Background: an optimization exercise with open tools, aiming at a short achievable clock period and few clock cycles. Do not read the settings as production practice.
In this exercise RTL edits were held to simulation tests only and were not proved equivalent to the original.
Power figures rest on the tool's default switching activity, not on a simulated workload.

`design/flow/design.v`:
```
package cpuPkg;
  typedef logic [16-1:0] wordT;
  typedef logic [4-1:0] regAddrT;
  typedef enum logic [4-1:0] {
    NOP = 4'b0000,
    ADD = 4'b0001,
    SUB = 4'b0010,
    XOR = 4'b0011,
    AND = 4'b0100,
    SLL = 4'b0101,
    SRL = 4'b0110,
    LDI = 4'b0111,
    LW  = 4'b1000,
    SW  = 4'b1001,
    B   = 4'b1100,
    HLT = 4'b1111
  } opcodeE;
  typedef enum logic [3-1:0] {
    NE = 3'b000,
    EQ = 3'b001,
    GT = 3'b010,
    LT = 3'b011,
    GE = 3'b100,
    LE = 3'b101,
    OV = 3'b110,
    AL = 3'b111
  } branchCondE;
  typedef struct packed {
    logic z;
    logic v;
    logic n;
  } flagsT;
  typedef struct packed {
    opcodeE aluOp;
    logic   regWrite;
    logic   memRead;
    logic   memWrite;
    logic   memToReg;
    logic   isBranch;
    logic   halt;
  } ctrlT;
  typedef struct packed {
    wordT pc;
    wordT instr;
  } ifIdT;
  typedef struct packed {
    ctrlT       ctrl;
    wordT       pc;
    wordT       rsData;
    wordT       rtData;
    wordT       imm;
    regAddrT    rs;
    regAddrT    rt;
    regAddrT    rd;
    branchCondE cond;
  } idExT;
  typedef struct packed {
    ctrlT    ctrl;
    wordT    result;
    wordT    storeData;
    regAddrT rd;
  } exMemT;
  typedef struct packed {
    ctrlT    ctrl;
    wordT    result;
    wordT    loadData;
    regAddrT rd;
  } memWbT;
  typedef enum logic [1:0] {
    NONE  = 2'd0,
    EXMEM = 2'd1,
    MEMWB = 2'd2
  } fwdSelE;
endpackage
`timescale 1ns/1ps
module cpuAlu (
  input  logic [15:0] a,
  input  logic [15:0] b,
  input  logic        cin,
  input  logic        opArith,
  input  logic        opXor,
  input  logic        opAnd,
  input  logic        opSll,
  input  logic        opSrl,
  input  logic        opPass,
  output logic [15:0] res,
  output logic        z,
  output logic        n,
  output logic        v
);
  logic [15:0] kg [5];
  logic [15:0] kp [5];
  logic [16:0] cy;
  always_comb begin
    kg[0] = a & b;
    kp[0] = a ^ b;
    kg[0][0] = (a[0] & b[0]) | ((a[0] ^ b[0]) & cin);
    for (int l = 0; l < 4; l++) begin
      for (int i = 0; i < 16; i++) begin
        if (i >= (1 << l)) begin
          kg[l+1][i] = kg[l][i] | (kp[l][i] & kg[l][i - (1 << l)]);
          kp[l+1][i] = kp[l][i] & kp[l][i - (1 << l)];
        end else begin
          kg[l+1][i] = kg[l][i];
          kp[l+1][i] = kp[l][i];
        end
      end
    end
    cy[0] = cin;
    for (int i = 0; i < 16; i++) cy[i+1] = kg[4][i];
  end
  logic [15:0] sum, shl, shr;
  assign sum = kp[0] ^ cy[15:0];
  assign shl = a << b[3:0];
  assign shr = a >> b[3:0];
  always_comb begin
    res = '0;
    if (opArith) res = sum;
    if (opXor)   res = a ^ b;
    if (opAnd)   res = a & b;
    if (opSll)   res = shl;
    if (opSrl)   res = shr;
    if (opPass)  res = b;
  end
  logic zFast;
  always_comb begin
    zFast = ((a[0] ^ b[0]) == cin);
    for (int i = 1; i < 16; i++) begin
      zFast = zFast && ((a[i] ^ b[i]) == (a[i-1] | b[i-1]));
    end
  end
  assign z = opArith ? zFast :
             opXor   ? (a == b) :
             opAnd   ? ((a & b) == 16'd0) :
             opSll   ? (shl == 16'd0) :
                       (shr == 16'd0);
  assign n = sum[15];
  assign v = cy[16] ^ cy[15];
endmodule
module cpu (
  input  logic        clk,
  input  logic        rstN,
  input  logic        run,
  input  logic        progWrEn,
  input  logic [15:0] progAddr,
  input  logic [15:0] progData,
  input  logic [3:0]  dbgAddr,
  output logic        hlt,
  output logic [15:0] pc,
  output logic [15:0] dbgData
);
  logic [27:0] imem [64];
  logic [15:0] dmem [64];
  logic [15:0] regs [16];
  logic [5:0]  wrTgt, wrTgtN;
  assign wrTgt  = progAddr[5:0] + progData[5:0] + 6'd1;
  assign wrTgtN = progAddr[5:0] + progData[5:0] + 6'd2;
  always_ff @(posedge clk) begin
    if (progWrEn && !run) begin
      imem[progAddr[5:0]] <= {wrTgtN, wrTgt, progData};
    end
  end
  assign dbgData = regs[dbgAddr];
  logic [15:0] p;         
  logic [15:0] dI0, dI1;  
  logic [11:0] dT0, dT1;  
  logic [5:0]  w4, w6;    
  logic        stopped;   
  logic [15:0] pcQ;       
  logic        hltQ, hltP1, hltP2;
  logic [15:0] e0A, e0B, e1A, e1B;
  logic [3:0]  e0Rd, e1Rd;
  logic        e0Wr, e0Cin, e0Arith, e0Xor, e0And, e0Sll, e0Srl, e0Pass, e0SetZ, e0SetVN;
  logic        e1Wr, e1Cin, e1Arith, e1Xor, e1And, e1Sll, e1Srl, e1Pass, e1SetZ, e1SetVN;
  logic [15:0] eBase, eSd;
  logic [5:0]  eOff;
  logic [3:0]  eMRd;
  logic        eLd, eSt;
  logic        fz, fv, fn;
  logic [5:0]  mAddr;
  logic [15:0] mSd;
  logic [3:0]  mRd;
  logic        mLd, mSt;
  logic [3:0] op0, op1;
  logic alu0, ldi0, lw0, sw0, br0, hlt0, sub0, wr0, rdA0, rdB0;
  logic alu1, ldi1, lw1, sw1, br1, hlt1, sub1, wr1, rdA1, rdB1;
  logic [3:0] a0, b0, a1, b1;
  assign op0  = dI0[15:12];
  assign alu0 = (op0 >= 4'd1) && (op0 <= 4'd6);
  assign sub0 = (op0 == 4'd2);
  assign ldi0 = (op0 == 4'd7);
  assign lw0  = (op0 == 4'd8);
  assign sw0  = (op0 == 4'd9);
  assign br0  = (op0 == 4'hc);
  assign hlt0 = (op0 == 4'hf);
  assign wr0  = alu0 || ldi0 || lw0;
  assign rdA0 = alu0 || lw0 || sw0;
  assign rdB0 = alu0 || sw0;
  assign a0   = dI0[7:4];
  assign b0   = sw0 ? dI0[11:8] : dI0[3:0];
  assign op1  = dI1[15:12];
  assign alu1 = (op1 >= 4'd1) && (op1 <= 4'd6);
  assign sub1 = (op1 == 4'd2);
  assign ldi1 = (op1 == 4'd7);
  assign lw1  = (op1 == 4'd8);
  assign sw1  = (op1 == 4'd9);
  assign br1  = (op1 == 4'hc);
  assign hlt1 = (op1 == 4'hf);
  assign wr1  = alu1 || ldi1 || lw1;
  assign rdA1 = alu1 || lw1 || sw1;
  assign rdB1 = alu1 || sw1;
  assign a1   = dI1[7:4];
  assign b1   = sw1 ? dI1[11:8] : dI1[3:0];
  logic [15:0] e0Res, e1Res, ldData;
  logic        z0, n0, v0, z1, n1, v1;
  assign ldData = dmem[mAddr];
  function automatic logic [15:0] fwd(input logic [3:0] r,
                                      input logic e1W, input logic [3:0] e1R, input logic [15:0] e1V,
                                      input logic e0W, input logic [3:0] e0R, input logic [15:0] e0V,
                                      input logic mW,  input logic [3:0] mR,  input logic [15:0] mV,
                                      input logic [15:0] rv);
    if (e1W && (e1R == r)) fwd = e1V;
    else if (e0W && (e0R == r)) fwd = e0V;
    else if (mW && (mR == r)) fwd = mV;
    else fwd = rv;
  endfunction
  logic [15:0] opA0, opB0, opA1, opB1;
  assign opA0 = fwd(a0, e1Wr, e1Rd, e1Res, e0Wr, e0Rd, e0Res, mLd, mRd, ldData, regs[a0]);
  assign opB0 = fwd(b0, e1Wr, e1Rd, e1Res, e0Wr, e0Rd, e0Res, mLd, mRd, ldData, regs[b0]);
  assign opA1 = fwd(a1, e1Wr, e1Rd, e1Res, e0Wr, e0Rd, e0Res, mLd, mRd, ldData, regs[a1]);
  assign opB1 = fwd(b1, e1Wr, e1Rd, e1Res, e0Wr, e0Rd, e0Res, mLd, mRd, ldData, regs[b1]);
  logic stall0, luse1, dep1;
  assign stall0 = eLd && ((rdA0 && (eMRd == a0)) || (rdB0 && (eMRd == b0)));
  assign luse1  = eLd && ((rdA1 && (eMRd == a1)) || (rdB1 && (eMRd == b1)));
  assign dep1   = (wr0 && ((rdA1 && (dI0[11:8] == a1)) || (rdB1 && (dI0[11:8] == b1)))) ||
                  (lw0 && wr1 && (dI0[11:8] == dI1[11:8])) ||
                  (alu0 && br1) ||
                  (br0 && hlt1) ||
                  ((lw0 || sw0) && (lw1 || sw1)) ||
                  hlt0 || luse1;
  cpuAlu alu0u (
    .a(e0A), .b(e0B), .cin(e0Cin), .opArith(e0Arith), .opXor(e0Xor), .opAnd(e0And),
    .opSll(e0Sll), .opSrl(e0Srl), .opPass(e0Pass), .res(e0Res), .z(z0), .n(n0), .v(v0)
  );
  cpuAlu alu1u (
    .a(e1A), .b(e1B), .cin(e1Cin), .opArith(e1Arith), .opXor(e1Xor), .opAnd(e1And),
    .opSll(e1Sll), .opSrl(e1Srl), .opPass(e1Pass), .res(e1Res), .z(z1), .n(n1), .v(v1)
  );
  logic zNow, vNow, nNow;
  assign zNow = e1SetZ  ? z1 : e0SetZ  ? z0 : fz;
  assign vNow = e1SetVN ? v1 : e0SetVN ? v0 : fv;
  assign nNow = e1SetVN ? n1 : e0SetVN ? n0 : fn;
  function automatic logic condHolds(input logic [2:0] c, input logic z, input logic n, input logic v);
    case (c)
      3'd0: condHolds = !z;
      3'd1: condHolds = z;
      3'd2: condHolds = !z && !n;
      3'd3: condHolds = n;
      3'd4: condHolds = z || !n;
      3'd5: condHolds = n || z;
      3'd6: condHolds = v;
      default: condHolds = 1'b1;
    endcase
  endfunction
  logic tk0, tk1;
  assign tk0 = br0 && condHolds(dI0[11:9], zNow, nNow, vNow);
  assign tk1 = br1 && condHolds(dI1[11:9], zNow, nNow, vNow);
  logic [15:0] off0, off1, p2, p4, t0, t1;
  assign off0 = {{6{dI0[8]}}, dI0[8:0], 1'b0};
  assign off1 = {{6{dI1[8]}}, dI1[8:0], 1'b0};
  assign p2  = p + 16'd2;
  assign p4  = p + 16'd4;
  assign t0  = p + 16'd2 + off0;
  assign t1  = p + 16'd4 + off1;
  logic [27:0] iP4, iP6, iT0, iT0n, iT1, iT1n;
  assign iP4  = imem[w4];
  assign iP6  = imem[w6];
  assign iT0  = imem[dT0[5:0]];
  assign iT0n = imem[dT0[11:6]];
  assign iT1  = imem[dT1[5:0]];
  assign iT1n = imem[dT1[11:6]];
  logic iss0, iss1;
  assign iss0 = !stopped && !stall0;
  assign iss1 = iss0 && !dep1 && !tk0;
  logic hltIss, hltD1, hltD2;
  assign hltIss = iss0 && (hlt0 || (!dep1 && hlt1));
  assign hltD2  = !hlt0 && lw0;
  assign hltD1  = !hltD2 && (eLd || (!hlt0 && wr0));
  logic sH, sT0, sS1, sT1, sS2, sK;
  assign sK  = !iss0;
  assign sH  = hltIss;
  assign sT0 = iss0 && tk0;
  assign sS1 = iss0 && !tk0 && !iss1 && !hlt0;
  assign sT1 = iss1 && tk1;
  assign sS2 = iss1 && !tk1 && !hlt1;
  logic [15:0] pN, dI0N, dI1N;
  logic [11:0] dT0N, dT1N;
  logic [5:0]  w4N, w6N;
  logic [5:0]  t0w4, t0w6, t1w4, t1w6, w6p1, w4p2, w6p2;
  assign t0w4 = dT0[5:0] + 6'd2;
  assign t0w6 = dT0[5:0] + 6'd3;
  assign t1w4 = dT1[5:0] + 6'd2;
  assign t1w6 = dT1[5:0] + 6'd3;
  assign w6p1 = w6 + 6'd1;
  assign w4p2 = w4 + 6'd2;
  assign w6p2 = w6 + 6'd2;
  always_comb begin
    pN   = ({16{sK}} & p) | ({16{sT0}} & t0) | ({16{sS1}} & p2) |
           ({16{sT1}} & t1) | ({16{sS2}} & p4);
    w4N  = ({6{sK | sH}} & w4) | ({6{sT0}} & t0w4) | ({6{sS1}} & w6) |
           ({6{sT1}} & t1w4) | ({6{sS2}} & w4p2);
    w6N  = ({6{sK | sH}} & w6) | ({6{sT0}} & t0w6) | ({6{sS1}} & w6p1) |
           ({6{sT1}} & t1w6) | ({6{sS2}} & w6p2);
    {dT0N, dI0N} = ({28{sK}} & {dT0, dI0}) | ({28{sT0}} & iT0) | ({28{sS1}} & {dT1, dI1}) |
                   ({28{sT1}} & iT1) | ({28{sS2}} & iP4);
    {dT1N, dI1N} = ({28{sK}} & {dT1, dI1}) | ({28{sT0}} & iT0n) | ({28{sS1}} & iP4) |
                   ({28{sT1}} & iT1n) | ({28{sS2}} & iP6);
  end
  always_ff @(posedge clk or negedge rstN) begin
    if (!rstN) begin
      p       <= 16'hfffc;  
      pcQ     <= '0;
      dI0     <= '0;
      dI1     <= '0;
      dT0     <= '0;
      dT1     <= '0;
      w4      <= 6'd0;
      w6      <= 6'd1;
      stopped <= 1'b0;
      hltQ    <= 1'b0;
      hltP1   <= 1'b0;
      hltP2   <= 1'b0;
      e0A <= '0; e0B <= '0; e0Rd <= '0;
      e0Wr <= 1'b0; e0Cin <= 1'b0; e0Arith <= 1'b0; e0Xor <= 1'b0; e0And <= 1'b0;
      e0Sll <= 1'b0; e0Srl <= 1'b0; e0Pass <= 1'b0; e0SetZ <= 1'b0; e0SetVN <= 1'b0;
      e1A <= '0; e1B <= '0; e1Rd <= '0;
      e1Wr <= 1'b0; e1Cin <= 1'b0; e1Arith <= 1'b0; e1Xor <= 1'b0; e1And <= 1'b0;
      e1Sll <= 1'b0; e1Srl <= 1'b0; e1Pass <= 1'b0; e1SetZ <= 1'b0; e1SetVN <= 1'b0;
      eBase <= '0; eSd <= '0; eOff <= '0; eMRd <= '0; eLd <= 1'b0; eSt <= 1'b0;
      fz <= 1'b0; fv <= 1'b0; fn <= 1'b0;
      mAddr <= '0; mSd <= '0; mRd <= '0; mLd <= 1'b0; mSt <= 1'b0;
      for (int i = 0; i < 16; i++) regs[i] <= '0;
    end else if (run) begin
      p       <= pN;
      w4      <= w4N;
      w6      <= w6N;
      dI0     <= dI0N;
      dI1     <= dI1N;
      dT0     <= dT0N;
      dT1     <= dT1N;
      if (sH) begin
        stopped <= 1'b1;
        pcQ     <= hlt0 ? p2 : p4;
      end
      hltQ  <= hltQ || hltP1 || (hltIss && !hltD1 && !hltD2);
      hltP1 <= hltP2 || (hltIss && hltD1);
      hltP2 <= hltIss && hltD2;
      e0Rd    <= dI0[11:8];
      e0A     <= opA0;
      e0Wr    <= iss0 && (alu0 || ldi0);
      e0Arith <= (op0 == 4'd1) || sub0;
      e0Cin   <= sub0;
      e0Xor   <= (op0 == 4'd3);
      e0And   <= (op0 == 4'd4);
      e0Sll   <= (op0 == 4'd5);
      e0Srl   <= (op0 == 4'd6);
      e0Pass  <= ldi0;
      e0SetZ  <= iss0 && alu0;
      e0SetVN <= iss0 && ((op0 == 4'd1) || sub0);
      if (ldi0)      e0B <= {{8{dI0[7]}}, dI0[7:0]};
      else if (sub0) e0B <= ~opB0;
      else           e0B <= opB0;
      e1Rd    <= dI1[11:8];
      e1A     <= opA1;
      e1Wr    <= iss1 && (alu1 || ldi1);
      e1Arith <= (op1 == 4'd1) || sub1;
      e1Cin   <= sub1;
      e1Xor   <= (op1 == 4'd3);
      e1And   <= (op1 == 4'd4);
      e1Sll   <= (op1 == 4'd5);
      e1Srl   <= (op1 == 4'd6);
      e1Pass  <= ldi1;
      e1SetZ  <= iss1 && alu1;
      e1SetVN <= iss1 && ((op1 == 4'd1) || sub1);
      if (ldi1)      e1B <= {{8{dI1[7]}}, dI1[7:0]};
      else if (sub1) e1B <= ~opB1;
      else           e1B <= opB1;
      if (lw0 || sw0) begin
        eBase <= opA0;
        eSd   <= opB0;
        eOff  <= {{2{dI0[3]}}, dI0[3:0]};
        eMRd  <= dI0[11:8];
        eLd   <= iss0 && lw0;
        eSt   <= iss0 && sw0;
      end else begin
        eBase <= opA1;
        eSd   <= opB1;
        eOff  <= {{2{dI1[3]}}, dI1[3:0]};
        eMRd  <= dI1[11:8];
        eLd   <= iss1 && lw1;
        eSt   <= iss1 && sw1;
      end
      if (e1SetZ) fz <= z1;
      else if (e0SetZ) fz <= z0;
      if (e1SetVN) begin
        fv <= v1;
        fn <= n1;
      end else if (e0SetVN) begin
        fv <= v0;
        fn <= n0;
      end
      mAddr <= eBase[5:0] + eOff;
      mSd   <= eSd;
      mRd   <= eMRd;
      mLd   <= eLd;
      mSt   <= eSt;
      for (int i = 0; i < 16; i++) begin
        if (e1Wr && (e1Rd == 4'(i))) regs[i] <= e1Res;
        else if (e0Wr && (e0Rd == 4'(i))) regs[i] <= e0Res;
        else if (mLd && (mRd == 4'(i))) regs[i] <= ldData;
      end
    end
  end
  always_ff @(posedge clk) begin
    if (run && mSt) begin
      dmem[mAddr] <= mSd;
    end
  end
  assign hlt = hltQ;
  assign pc  = pcQ;
endmodule
```
`design/flow/run.sh`:
```
#!/bin/bash
# synth_recipe.tcl (not shown) runs the flow's synth.tcl, then flattens the netlist and writes it again
# the make line also repeats each setting of config.mk as NAME=value (left out here)
make -C /OpenROAD-flow-scripts/flow DESIGN_CONFIG=/design/flow/config.mk WORK_HOME=/design/flow/orfs CLKGATE_MAP_FILE= SYNTH_SCRIPT=/design/flow/synth_recipe.tcl finish
```
`design/flow/config.mk`:
```
export PLATFORM = sky130hd
export DESIGN_NAME = cpu
export DESIGN_NICKNAME = cpu
export VERILOG_FILES = /design/flow/design.v
export SDC_FILE = /design/flow/constraint.sdc
export NUM_CORES = 4
export LEC_CHECK = 0
export ABC_CLOCK_PERIOD_IN_PS = 3500
export CAP_MARGIN = 20
export CORE_MARGIN = 2
export CORE_UTILIZATION = 40
export SETUP_SLACK_MARGIN = 3.2
export SLEW_MARGIN = 20
```
`design/flow/constraint.sdc`:
```
create_clock -name core_clock -period 7.0 [get_ports {clk}]
set_input_delay 1.4000 -clock core_clock [delete_from_list [all_inputs] [get_ports {clk}]]
set_output_delay 1.4000 -clock core_clock [all_outputs]
set_load 0.01 [all_outputs]
```
==> summary.txt <==
[power by group through the flow]
stage / combinational [mW] / sequential, mW / clock (mW)
floorplan: 46.3 / 25.9 / 0
global placement: 69.0 / 29.3 / 0
detailed placement: 69.3 / 29.3 / 0
CTS: 77.6 / 28.8 / 20.8
global route: 87.8 / 29.1 / 21.6
finish: 87.0 / 29.4 / 20.8
[registers in the layout (all words and copies together) (netlist names), 6 cells and up]
signal / flops
dI0: 16
dI1: 16
dT0: 12
dT1: 12
dmem: 1024
e0A: 16
e0B: 16
e1A: 16
e1B: 16
eBase: 6
eSd: 16
imem: 1792
mAddr: 6
mSd: 16
p: 16
pcQ: 16
regs: 256
w4: 6
w6: 6
[worst reg2reg max path: stages (launching register included)]
cell	delay (ns)
dfrtp_1	0.61
inv_1	0.15
ha_4	0.38
xnor2_1	0.12
nor4_2	0.33
nand4_1	0.17
a311oi_1	0.31
a41o_1	0.22
a41o_4	0.19
buf_4	0.16
buf_4	0.12
nor3_4	0.05
mux2_4	0.28
o211ai_4	0.25
a21oi_4	0.13
buf_6	0.17
nand3_4	0.09
buf_12	0.17
buf_16	0.21
buf_4	0.18
nor2_4	0.03
a211o_1	0.27
[area by class of cell]
| type | instances | area share (%) |
|---|---|---|
| Clock buffer | 453 | 3.73 |
| Timing Repair Buffer | 1795 | 7.76 |
| Clock inverter | 238 | 0.968 |
| Inverter | 143 | 0.219 |
| Sequential cell | 3331 | 36.5 |
| Tap cell | 7452 | 3.48 |
| Antenna cell | 70 | 0.0654 |
| Multi-Input combinational cell | 11200 | 47.3 |
[path summary, 6_finish.rpt]
| check | start | endpoint | slack, ns | depth (start not counted) |
|---|---|---|---|---|
| min reg2reg | stopped | stopped | 0.47 | 1 |
| max reg2reg | e0B[9] | dI0[3] | 2.28 | 21 |
| max in group asynchronous | rstN | dT1[4] | 5.11 | 2 |
| min in group core_clock | stopped | stopped | 0.47 | 1 |
| max | e0B[9] | dI0[3] | 2.28 | 21 |
| min | rstN | regs[3][13] | 0.29 | 1 |
[through the flow]
stage	util [%]	instances	hold slack [ns]
after floorplan	-	16400	0.435
after global placement	42.4	23000	0.453
after detailed placement	42.4	23000	0.457
after CTS	46.8	24300	0.309
after global routing	48.1	24600	0.340
final	48.1	24700	0.291
[cells in the mapped netlist (49+ instances only)]
library cell	count	area, µm²
a221o_1	107	1070
o21ai_0	870	4350
edfxtp_1	2816	84600
nor2b_1	149	932
xnor2_1	152	1330
o221ai_1	175	1530
a22oi_1	920	6910
o211ai_1	97	728
mux4_2	2669	60100
mux2_2	369	4160
a21oi_1	603	3020
clkbuf_1	1240	4650
ha_1	115	1440
nand4_1	166	1040
nor4_1	76	475
a22o_1	163	1430
buf_1	374	1400
nand2_1	920	3450
mux2i_1	908	9090
nor2_1	767	2880
dfrtp_1	500	12500
nor3_1	101	505
xor2_1	65	569
buf_2	102	510
nand3_1	171	856
a31oi_1	107	669
a221oi_1	346	3030
nand2b_1	49	307
a211oi_1	285	2140
o22ai_1	408	2550
inv_1	134	503
[logic make-up (layout without fill, tap and decap cells)]
| logic type | count (synthesis) | in the layout | synth area share (%) |
|---|---|---|---|
| compound gates | 4362 | 4364 | 13.4 |
| xor+xnor | 217 | 218 | 0.851 |
| fa+ha+maj | 124 | 124 | 0.721 |
| buf+inv | 1892 | 2629 | 3.33 |
| flops | 3331 | 3331 | 43.6 |
| mux | 3960 | 3963 | 32.9 |
| other cells | 0 | 70 | 0 |
| simple gates | 2539 | 2547 | 5.14 |
[timing repair]
| action | CTS | global route |
|---|---|---|
| endpoints found under the setup margin | 958 | 831 |
| pin swaps | 357 | 447 |
| cloned | 65 | 25 |
| buffers inserted | 568 | 307 |
| hold buffers | 0 | 0 |
| gates resized for setup | 1246 | 866 |
[metal layers]
metal | global-route usage, % | vias to the layer above | wire [µm]
met3 | 17.4 | 5546 | 186000
met1 | 45.8 | 95900 | 361000
met4 | 29.2 | 98 | 111000
met2 | 50.5 | 19400 | 441000
li1 | - | 70300 | -
met5 | 1.37 | - | 2680
==> summary.txt <==
The proportion of register bits with asynchronous set or reset after synthesis came out at 15.5%. For the number of ports placed on the die boundary, the log shows 73. Of all nets on the critical path, the largest fanout is 9.

For this design the total switching power over the nets is 65.2 mW. The number of core rows is 274, and the area of all sequential standard cells is 0.0977 mm². The HPWL after detailed placement is 616000 µm. The final net count was 17000. After layout, the minimum clock period comes to 4.72 ns.

TritonCTS built the clock tree. IR analysis of the VDD net gives a maximum drop of 448 µV. The tightest min-delay check is of the in -> async type. The kind of end point of the critical path is a flop. Entering global routing, the biggest net connects 127 pins.

Final total power: 137 mW. Part of the cycle the worst path needs: 67.5%. The first global-routing pass estimated 1480000 µm of wire. For this run the aggregate overflow at the end of global routing stands at 0. The worst pin sits at a relative slew slack of 13.0%. The delay of the slowest cell on the worst path came out at 0.61 ns. Summing every instance area after synthesis gives 0.223 mm². Commonest non-fill, non-tap cell in the layout: edfxtp_1. Net switching is 47.5% of the power. Port buffering added 62 buffers. Per report_power, the sequential group accounts for 21.4% of the total. STA classifies the critical path startpoint as a flop. Combinational logic is responsible for 63.4% of the overall power. The placed instances occupy a cell area of 0.236 mm².

Of the cells placed in the final design, the portion with a size suffix greater than 1 is 38.9%. The largest clock skew in the final design was 0.0942 ns. In the layout the commonest cells are 2816 x edfxtp_1, 2669 x mux4_2, 1039 x buf_4. For this block, the initial DRC count from the detailed router was 35800. In this run, CTS created clock tree buffers numbering 376. The tree built by TritonCTS fans out to 3331 sinks.

The synthesized design contains 3331 register bits. The cell family contributing the most delay on the critical path is compound AO/OA/AOI/OAI gates. The tools report the clock power share as 15.2%. The critical path arrival was 5.66 ns; the number of iterations in the first detailed-routing pass was 14.

The number of filler cells placed in the layout was 47200; the final routed wire length divided by cell count was 44.6 µm. Dividing the detail-routed via count by the number of cells gives 7.74. The logs give 0.564 mm² for the area enclosed by the die boundary and 4 for the number of buffers on the longest clock path. The internal power of the cells totals 72.0 mW. The signal on the critical path passes through inv_1 > ha_4 > xnor2_1 > nor4_2 > nand4_1 > a311oi_1 > a41o_1 > a41o_4 > buf_4 > buf_4 > nor3_4 > mux2_4 > o211ai_4 > a21oi_4 > buf_6 > nand3_4 > buf_12 > buf_16 > buf_4 > nor2_4 > a211o_1.

The logs give 75 for the initial antenna violation count and 1100000 µm for the total detailed-routing wirelength. OpenSTA, run right after detailed placement, puts the worst setup slack at 1.03 ns. The gate count after technology mapping came out at 16400.

The slew at the pin closest to its max-slew limit is 1.30 ns, and the number of library cell types mapped by synthesis is 111. The post-synthesis to final-layout area growth was 19.9%. In this run the mean area of a mapped cell was 13.6 µm².

The via count of the first global-routing pass is 176000. In the final layout, the multi-input gates occupy 0.127 mm². Setup violations remaining at the end of the flow were counted as 0. In this run, synthesis inferred 2816 flip-flops with an integrated enable. The logs give 37.4% for the total routing resource utilization after global routing and 0 for the number of design rule violations left after detail routing. The number of vias after detailed routing came out at 191000.

The largest individual stage delay along the critical path comes from the cell dfrtp_1. Measured along the y axis, the die boundary spans 751 µm. The most numerous cell type found on the critical path is buf_4. The congestion estimate from routability-driven global placement came to 1.01. The total of max-cap violations was 0; the number of nets in the synthesized netlist was 16600. The flow ran to the end and the layout has no timing, DRC or antenna violations. For the final count of hold timing violations, the log shows 0. Across all setup checks in the final design, the least slack found is 2.28 ns. The logs give 0 ns for the total negative slack for setup checks and 0.268 mm² for the summed area of non-filler cells in the final layout. The worst setup path is of the reg -> reg kind.

The most used flip-flop cell after synthesis is edfxtp_1. In this run the static leakage power is 86.1 nW. The required time of the worst setup path was 7.93 ns. Clock-pin slew was measured on the worst setup and hold paths at 0.07 ns. Setup repair after global routing could not meet its margin everywhere. The number of buffers and inverters on the critical path is 7, and the number of pins with negative max-slew slack in the final report is 0. In this run the power density over the cells is 512 mW/mm². Once the floorplan was initialized, standard cells occupied 40.1% of the core. The detail route stage leaves a number of antenna-violating nets equal to 0. Clock tree synthesis selected as its root buffer the cell clkbuf_16. The tools report the core footprint as 0.556 mm². The floorplan step set the die width to 751 µm. The Yosys step of the flow raised 5 warnings. The later pin in the worst-skew pair is clocked with a latency of 1.11 ns. Of the synthesized area, sequential elements account for 43.6%. For the peak clock frequency supported by timing, the log shows 0.212 GHz. The maximum level of the CTS H-tree is 5.
Testbench counts, summed over its fixed seeds: cycles 20,207.

-- re-timing with driven ports --
The flow's constraints put no driver on any port. The routed layout listed below was extracted and timed again, unchanged, in two steps.
Step 1: set_driving_cell puts a clkbuf_16 on clk and a buf_2 on each other input, an assumption about the parent block.
Step 2 times the ports against the registers' clock, not the clock port: input delays grow and output delays shrink by t, the midpoint of the rising clock arrivals with the driver on.
Three values: no drivers, after step 1, after step 2; two values: the first two.
shift t [ns]: 1.199
setup slack, ns: 2.277 / 2.277 / 1.929
clock arrival spread, ns: 0.099 / 0.099
pins driven straight from the clock port: 1
After both steps this run still meets setup and hold. The setup slack of this run moves by 0.000 ns with the drivers and by -0.348 ns with both steps.
